From an optimization exercise on the open Yosys and OpenROAD flow, aimed at small area; shortcuts taken in it are not production practice. Power is estimated from default activity; no workload was simulated.

==> flow/design.v <==
package pf_pkg;
    localparam int unsigned ADDR_W = 32;
    localparam int unsigned PAGE_OFFSET_W = 12;
    localparam int unsigned LINE_OFFSET_W = 6;
    localparam int unsigned TAG_W = ADDR_W - PAGE_OFFSET_W;
    localparam int unsigned COUNT_W = 8;
    localparam int unsigned NBLOCKS_RESET = 8;
    typedef logic signed [PAGE_OFFSET_W:0] stride_t;
    typedef enum logic [1:0] {
        TS_INIT,
        TS_STRIDE,
        TS_HIT1,
        TS_HIT2
    } train_state_e;
endpackage
`timescale 1ns/1ps
module stride_prefetcher #(
    parameter int unsigned TABLE_ENTRIES = 8,
    parameter int unsigned FIFO_DEPTH    = 8,
    parameter int unsigned MAX_CREDITS   = 2
) (
    input  logic                       clk_i,
    input  logic                       rst_ni,
    input  logic                       snoop_valid_i,
    input  logic [pf_pkg::ADDR_W-1:0]  snoop_addr_i,
    input  logic                       cfg_valid_i,
    input  logic [pf_pkg::COUNT_W-1:0] cfg_nblocks_i,
    output logic                       req_valid_o,
    output logic [pf_pkg::ADDR_W-1:0]  req_addr_o,
    input  logic                       credit_i
);
    localparam int unsigned NE    = TABLE_ENTRIES;
    localparam int unsigned IDX_W = (NE > 1) ? $clog2(NE) : 1;
    localparam int unsigned VC_W  = $clog2(NE + 1);
    localparam int unsigned ND    = FIFO_DEPTH;
    localparam int unsigned PTR_W = (ND > 1) ? $clog2(ND) : 1;
    localparam int unsigned CNT_W = $clog2(ND + 1);
    localparam int unsigned CRED_W = $clog2(MAX_CREDITS + 1);
    localparam int unsigned TAG_W = pf_pkg::TAG_W;
    localparam int unsigned OFF_W = pf_pkg::PAGE_OFFSET_W;
    localparam int unsigned BASE_W = pf_pkg::ADDR_W - pf_pkg::LINE_OFFSET_W;
    localparam int unsigned NB_W  = pf_pkg::COUNT_W;
    logic [NB_W-1:0] nblocks_q;
    always_ff @(posedge clk_i or negedge rst_ni) begin
        if (!rst_ni) begin
            nblocks_q <= NB_W'(pf_pkg::NBLOCKS_RESET);
        end else if (cfg_valid_i) begin
            nblocks_q <= cfg_nblocks_i;
        end
    end
    logic [VC_W-1:0]  vcnt_q;
    logic [TAG_W-1:0] tag_q [NE];
    logic [OFF_W-1:0] idx_q [NE];
    logic [OFF_W-1:0] str_q [NE];
    logic [1:0]       st_q  [NE];
    logic             mru_q [NE][NE];
    logic [TAG_W-1:0] snoop_tag;
    logic [OFF_W-1:0] snoop_idx;
    logic [NE-1:0]    hit_vec;
    logic [NE-1:0]    lru_vec;
    logic [NE-1:0]    free_vec;
    logic [NE-1:0]    sel_vec;
    logic             hit;
    logic             free_found;
    logic [OFF_W-1:0] h_idx;
    logic [OFF_W-1:0] h_str;
    logic [1:0]       h_st;
    logic [OFF_W:0]   new_stride;
    logic             stride_match;
    logic [1:0]       new_state;
    logic             emit;
    logic [pf_pkg::ADDR_W-1:0] target_addr;
    logic [OFF_W+1:0] sum2;
    logic             pred_ok;
    assign snoop_tag  = snoop_addr_i[pf_pkg::ADDR_W-1:OFF_W];
    assign snoop_idx  = snoop_addr_i[OFF_W-1:0];
    assign free_found = (vcnt_q != VC_W'(NE));
    always_comb begin
        for (int i = 0; i < NE; i++) begin
            hit_vec[i]  = (VC_W'(i) < vcnt_q) && (tag_q[i] == snoop_tag);
            free_vec[i] = (vcnt_q == VC_W'(i));
            lru_vec[i]  = 1'b1;
            for (int j = 0; j < NE; j++) begin
                if (j < i) lru_vec[i] = lru_vec[i] & mru_q[j][i];
                if (j > i) lru_vec[i] = lru_vec[i] & !mru_q[i][j];
            end
        end
    end
    assign hit     = |hit_vec;
    assign sel_vec = hit ? hit_vec : (free_found ? free_vec : lru_vec);
    always_comb begin
        h_idx = '0;
        h_str = '0;
        h_st  = '0;
        for (int i = 0; i < NE; i++) begin
            h_idx = h_idx | (idx_q[i] & {OFF_W{hit_vec[i]}});
            h_str = h_str | (str_q[i] & {OFF_W{hit_vec[i]}});
            h_st  = h_st  | (st_q[i]  & {2{hit_vec[i]}});
        end
    end
    always_comb begin
        logic c, a, b;
        c = 1'b1;
        for (int k = 0; k <= OFF_W; k++) begin
            a = (k < OFF_W) ? snoop_idx[k] : 1'b0;
            b = (k < OFF_W) ? !h_idx[k] : 1'b1;
            new_stride[k] = a ^ b ^ c;
            c = (a & b) | (a & c) | (b & c);
        end
    end
    assign stride_match = (h_st != 2'd0) && (snoop_idx == h_str);
    assign pred_ok      = (sum2[OFF_W+1:OFF_W] == 2'b00) && (snoop_idx != h_idx);
    assign sum2         = {1'b0, snoop_idx, 1'b0} - {2'b00, h_idx};
    always_comb begin
        if (!hit || !pred_ok) begin
            new_state = 2'd0;
        end else if (!stride_match) begin
            new_state = 2'd1;
        end else begin
            new_state = h_st + 2'd1;
        end
    end
    assign emit = snoop_valid_i && hit && (h_st == 2'd3) && stride_match;
    always_comb begin
        logic up, down, c_inc, c_dec;
        up    = !sum2[OFF_W+1] && sum2[OFF_W];
        down  = sum2[OFF_W+1];
        c_inc = 1'b1;
        c_dec = 1'b1;
        for (int b = 0; b < TAG_W; b++) begin
            target_addr[OFF_W+b] = snoop_tag[b] ^ ((up && c_inc) || (down && c_dec));
            c_inc = c_inc && snoop_tag[b];
            c_dec = c_dec && !snoop_tag[b];
        end
        target_addr[OFF_W-1:0] = sum2[OFF_W-1:0];
    end
    always_ff @(posedge clk_i or negedge rst_ni) begin
        if (!rst_ni) begin
            vcnt_q <= '0;
        end else if (snoop_valid_i && !hit && free_found) begin
            vcnt_q <= vcnt_q + 1'b1;
        end
    end
    always_ff @(posedge clk_i) begin
        for (int i = 0; i < NE; i++) begin
            if (snoop_valid_i && sel_vec[i]) begin
                tag_q[i] <= snoop_tag;
                idx_q[i] <= snoop_idx;
                str_q[i] <= sum2[OFF_W-1:0];
                st_q[i]  <= new_state;
            end
            for (int j = i + 1; j < NE; j++) begin
                if (snoop_valid_i && (sel_vec[i] || sel_vec[j])) begin
                    mru_q[i][j] <= sel_vec[i];
                end
            end
        end
    end
    logic [BASE_W-1:0] fb_q [ND];
    logic [OFF_W:0]    fs_q [ND];
    logic [NB_W-1:0]   fn_q [ND];
    logic [PTR_W-1:0]  wptr_q;
    logic [ND-1:0]     rptr_q;      
    logic [ND-1:0]     rptr_next;
    logic [CNT_W-1:0]  cnt_q;
    logic              pend_q;
    logic              full;
    logic              pop;
    logic              rd_adv;
    assign full      = (cnt_q == CNT_W'(ND));
    assign rd_adv    = pop || (pend_q && full);
    assign rptr_next = rd_adv ? {rptr_q[ND-2:0], rptr_q[ND-1]} : rptr_q;
    always_ff @(posedge clk_i or negedge rst_ni) begin
        if (!rst_ni) begin
            wptr_q <= '0;
            rptr_q <= ND'(1);
            cnt_q  <= '0;
            pend_q <= 1'b0;
        end else begin
            pend_q <= emit;
            if (emit) begin
                wptr_q <= wptr_q + 1'b1;
            end
            rptr_q <= rptr_next;
            if (pend_q && !rd_adv) begin
                cnt_q <= cnt_q + 1'b1;
            end else if (rd_adv && !pend_q) begin
                cnt_q <= cnt_q - 1'b1;
            end
        end
    end
    always_ff @(posedge clk_i) begin
        for (int i = 0; i < ND; i++) begin
            if (emit && (wptr_q == PTR_W'(i))) begin
                fb_q[i] <= target_addr[pf_pkg::ADDR_W-1:pf_pkg::LINE_OFFSET_W];
                fs_q[i] <= new_stride;
                fn_q[i] <= nblocks_q;
            end
        end
    end
    logic              busy_q;
    logic              oop_q;
    logic [pf_pkg::ADDR_W-1:0] addr_q;
    logic [OFF_W:0]    stride_q;
    logic [NB_W-1:0]   remain_q;
    logic [CRED_W-1:0] credits_q;
    logic              busy_next;
    logic              last_req;
    logic [OFF_W+1:0]  step;
    assign pop         = !busy_q && (cnt_q != '0);
    assign req_valid_o = busy_q && !oop_q && (credits_q != '0);
    assign req_addr_o  = {addr_q[pf_pkg::ADDR_W-1:pf_pkg::LINE_OFFSET_W], {pf_pkg::LINE_OFFSET_W{1'b0}}};
    assign last_req    = req_valid_o && (remain_q == NB_W'(1));
    assign busy_next   = pop ? (remain_q != '0) : (busy_q && !oop_q && !last_req);
    always_comb begin
        logic c, a, b;
        c = 1'b0;
        for (int k = 0; k <= OFF_W + 1; k++) begin
            a = (k < OFF_W) ? addr_q[k] : 1'b0;
            b = (k <= OFF_W) ? stride_q[k] : stride_q[OFF_W];
            step[k] = a ^ b ^ c;
            c = (a & b) | (a & c) | (b & c);
        end
    end
    always_ff @(posedge clk_i or negedge rst_ni) begin
        if (!rst_ni) begin
            busy_q    <= 1'b0;
            credits_q <= CRED_W'(MAX_CREDITS);
        end else begin
            busy_q    <= busy_next;
            credits_q <= credits_q - CRED_W'(req_valid_o) + CRED_W'(credit_i);
        end
    end
    logic [BASE_W-1:0] head_b;
    logic [OFF_W:0]    head_s;
    logic [NB_W-1:0]   head_n;
    always_comb begin
        head_b = '0;
        head_s = '0;
        head_n = '0;
        for (int i = 0; i < ND; i++) begin
            head_b = head_b | (fb_q[i] & {BASE_W{rptr_next[i]}});
            head_s = head_s | (fs_q[i] & {(OFF_W+1){rptr_next[i]}});
            head_n = head_n | (fn_q[i] & {NB_W{rptr_next[i]}});
        end
    end
    always_ff @(posedge clk_i) begin
        if (!busy_next) begin
            addr_q   <= {head_b, {pf_pkg::LINE_OFFSET_W{1'b0}}};
            stride_q <= head_s;
            remain_q <= head_n;
            oop_q    <= 1'b0;
        end else if (req_valid_o) begin
            addr_q[OFF_W-1:0] <= step[OFF_W-1:0];
            remain_q          <= remain_q - 1'b1;
            oop_q             <= |step[OFF_W+1:OFF_W];
        end
    end
endmodule
clock: 10.0 ns
lec_check: 0
cap_margin: 20
core_margin: 2
core_utilization: 65
cts_cluster_diameter: 90
cts_cluster_size: 30
gpl_timing_driven: 0
slew_margin: 20
standard.sh (not shown) runs the stock make flow with config.mk's settings and CLKGATE_MAP_FILE= SYNTH_SCRIPT=/design/flow/synth_recipe.tcl, a recipe that flattens the netlist after the stock synthesis.
==> flow/flow/run.sh <==
#!/bin/bash
# Standard layout, with the port buffers made from the smallest buffer cell, the synthesis
# buffers removed at floorplan (placement is not timing driven) and a clock tree built
# without dummy loads.
set -euo pipefail
export BUFFER_PORTS_ARGS="-buffer_cell sky130_fd_sc_hd__buf_1"
export REMOVE_ABC_BUFFERS=1
export CTS_ARGS="-sink_clustering_enable -repair_clock_nets -sink_clustering_size 30 -sink_clustering_max_diameter 90 -dont_use_dummy_load"
bash standard.sh > standard.log 2>&1
==> next run, changes <==
--- a/flow/design.v
+++ b/flow/design.v
@@ -49,11 +49,11 @@
         end
     end
     logic [VC_W-1:0]  vcnt_q;
     logic [TAG_W-1:0] tag_q [NE];
     logic [OFF_W-1:0] idx_q [NE];
-    logic [OFF_W-1:0] str_q [NE];
+    logic [OFF_W:0]   str_q [NE];
     logic [1:0]       st_q  [NE];
     logic             mru_q [NE][NE];
     logic [TAG_W-1:0] snoop_tag;
     logic [OFF_W-1:0] snoop_idx;
     logic [NE-1:0]    hit_vec;
@@ -61,19 +61,18 @@
     logic [NE-1:0]    free_vec;
     logic [NE-1:0]    sel_vec;
     logic             hit;
     logic             free_found;
     logic [OFF_W-1:0] h_idx;
-    logic [OFF_W-1:0] h_str;
+    logic [OFF_W:0]   h_str;
     logic [1:0]       h_st;
     logic [OFF_W:0]   new_stride;
     logic             stride_match;
     logic [1:0]       new_state;
     logic             emit;
     logic [pf_pkg::ADDR_W-1:0] target_addr;
     logic [OFF_W+1:0] sum2;
-    logic             pred_ok;
     assign snoop_tag  = snoop_addr_i[pf_pkg::ADDR_W-1:OFF_W];
     assign snoop_idx  = snoop_addr_i[OFF_W-1:0];
     assign free_found = (vcnt_q != VC_W'(NE));
     always_comb begin
         for (int i = 0; i < NE; i++) begin
@@ -92,11 +91,11 @@
         h_idx = '0;
         h_str = '0;
         h_st  = '0;
         for (int i = 0; i < NE; i++) begin
             h_idx = h_idx | (idx_q[i] & {OFF_W{hit_vec[i]}});
-            h_str = h_str | (str_q[i] & {OFF_W{hit_vec[i]}});
+            h_str = h_str | (str_q[i] & {(OFF_W+1){hit_vec[i]}});
             h_st  = h_st  | (st_q[i]  & {2{hit_vec[i]}});
         end
     end
     always_comb begin
         logic c, a, b;
@@ -106,17 +105,25 @@
             b = (k < OFF_W) ? !h_idx[k] : 1'b1;
             new_stride[k] = a ^ b ^ c;
             c = (a & b) | (a & c) | (b & c);
         end
     end
-    assign stride_match = (h_st != 2'd0) && (snoop_idx == h_str);
-    assign pred_ok      = (sum2[OFF_W+1:OFF_W] == 2'b00) && (snoop_idx != h_idx);
-    assign sum2         = {1'b0, snoop_idx, 1'b0} - {2'b00, h_idx};
-    always_comb begin
-        if (!hit || !pred_ok) begin
+    assign stride_match = ({1'b0, snoop_idx} == h_str) && (snoop_idx != h_idx);
+    always_comb begin
+        logic c, a, b;
+        c = 1'b1;
+        for (int k = 0; k <= OFF_W + 1; k++) begin
+            a = (k >= 1 && k <= OFF_W) ? snoop_idx[k-1] : 1'b0;
+            b = (k < OFF_W) ? !h_idx[k] : 1'b1;
+            sum2[k] = a ^ b ^ c;
+            c = (a & b) | (a & c) | (b & c);
+        end
+    end
+    always_comb begin
+        if (!hit) begin
             new_state = 2'd0;
-        end else if (!stride_match) begin
+        end else if (h_st == 2'd0 || !stride_match) begin
             new_state = 2'd1;
         end else begin
             new_state = h_st + 2'd1;
         end
     end
@@ -144,11 +151,11 @@
     always_ff @(posedge clk_i) begin
         for (int i = 0; i < NE; i++) begin
             if (snoop_valid_i && sel_vec[i]) begin
                 tag_q[i] <= snoop_tag;
                 idx_q[i] <= snoop_idx;
-                str_q[i] <= sum2[OFF_W-1:0];
+                str_q[i] <= sum2[OFF_W:0];
                 st_q[i]  <= new_state;
             end
             for (int j = i + 1; j < NE; j++) begin
                 if (snoop_valid_i && (sel_vec[i] || sel_vec[j])) begin
                     mru_q[i][j] <= sel_vec[i];
@@ -210,20 +217,11 @@
     assign pop         = !busy_q && (cnt_q != '0);
     assign req_valid_o = busy_q && !oop_q && (credits_q != '0);
     assign req_addr_o  = {addr_q[pf_pkg::ADDR_W-1:pf_pkg::LINE_OFFSET_W], {pf_pkg::LINE_OFFSET_W{1'b0}}};
     assign last_req    = req_valid_o && (remain_q == NB_W'(1));
     assign busy_next   = pop ? (remain_q != '0) : (busy_q && !oop_q && !last_req);
-    always_comb begin
-        logic c, a, b;
-        c = 1'b0;
-        for (int k = 0; k <= OFF_W + 1; k++) begin
-            a = (k < OFF_W) ? addr_q[k] : 1'b0;
-            b = (k <= OFF_W) ? stride_q[k] : stride_q[OFF_W];
-            step[k] = a ^ b ^ c;
-            c = (a & b) | (a & c) | (b & c);
-        end
-    end
+    assign step = {2'b00, addr_q[OFF_W-1:0]} + {stride_q[OFF_W], stride_q};
     always_ff @(posedge clk_i or negedge rst_ni) begin
         if (!rst_ni) begin
             busy_q    <= 1'b0;
             credits_q <= CRED_W'(MAX_CREDITS);
         end else begin
Outcome: The new run finished clean. Wire length falls by 0.94%. Clock-buffer cell count is unchanged. Total power barely changes. Critical path depth went up by 11. Setup slack gets worse by 0.087 ns. Hold slack is better by 0.021 ns. Die area decreases by 0.46%. First-iteration DRC count went down by 2.0%.
Function was not checked in any run of this note: the RTL went through the layout flow alone.

-- afterwards: timing with drivers on the ports --
The flow's constraints put no driver on any port. The routed layouts listed below were extracted and timed again, unchanged, in two steps. Step 1, drivers: a clkbuf_16 drives clk_i and a buf_2 each remaining input, both assumed. Step 2 moves the port delays by t, midway between the first and last clock arrival at a register: inputs arrive t later, outputs are due t later. That takes back most of the time a late clock gives input paths. Slacks: ideal / step 1 / step 2; pairs: ideal / step 1.
run	t (ns)	setup WS [ns]	clock arrival spread, ns
the first run	0.640	0.243 / 0.286 / -0.354	0.078 / 0.078
the second run	0.637	0.156 / 0.098 / -0.539	0.044 / 0.045
With both steps, setup timing fails in the first run and the second run, where it was met with ideal ports. The setup slack of the second run, which loses most, moves by -0.058 ns with the drivers and by -0.695 ns with both steps.
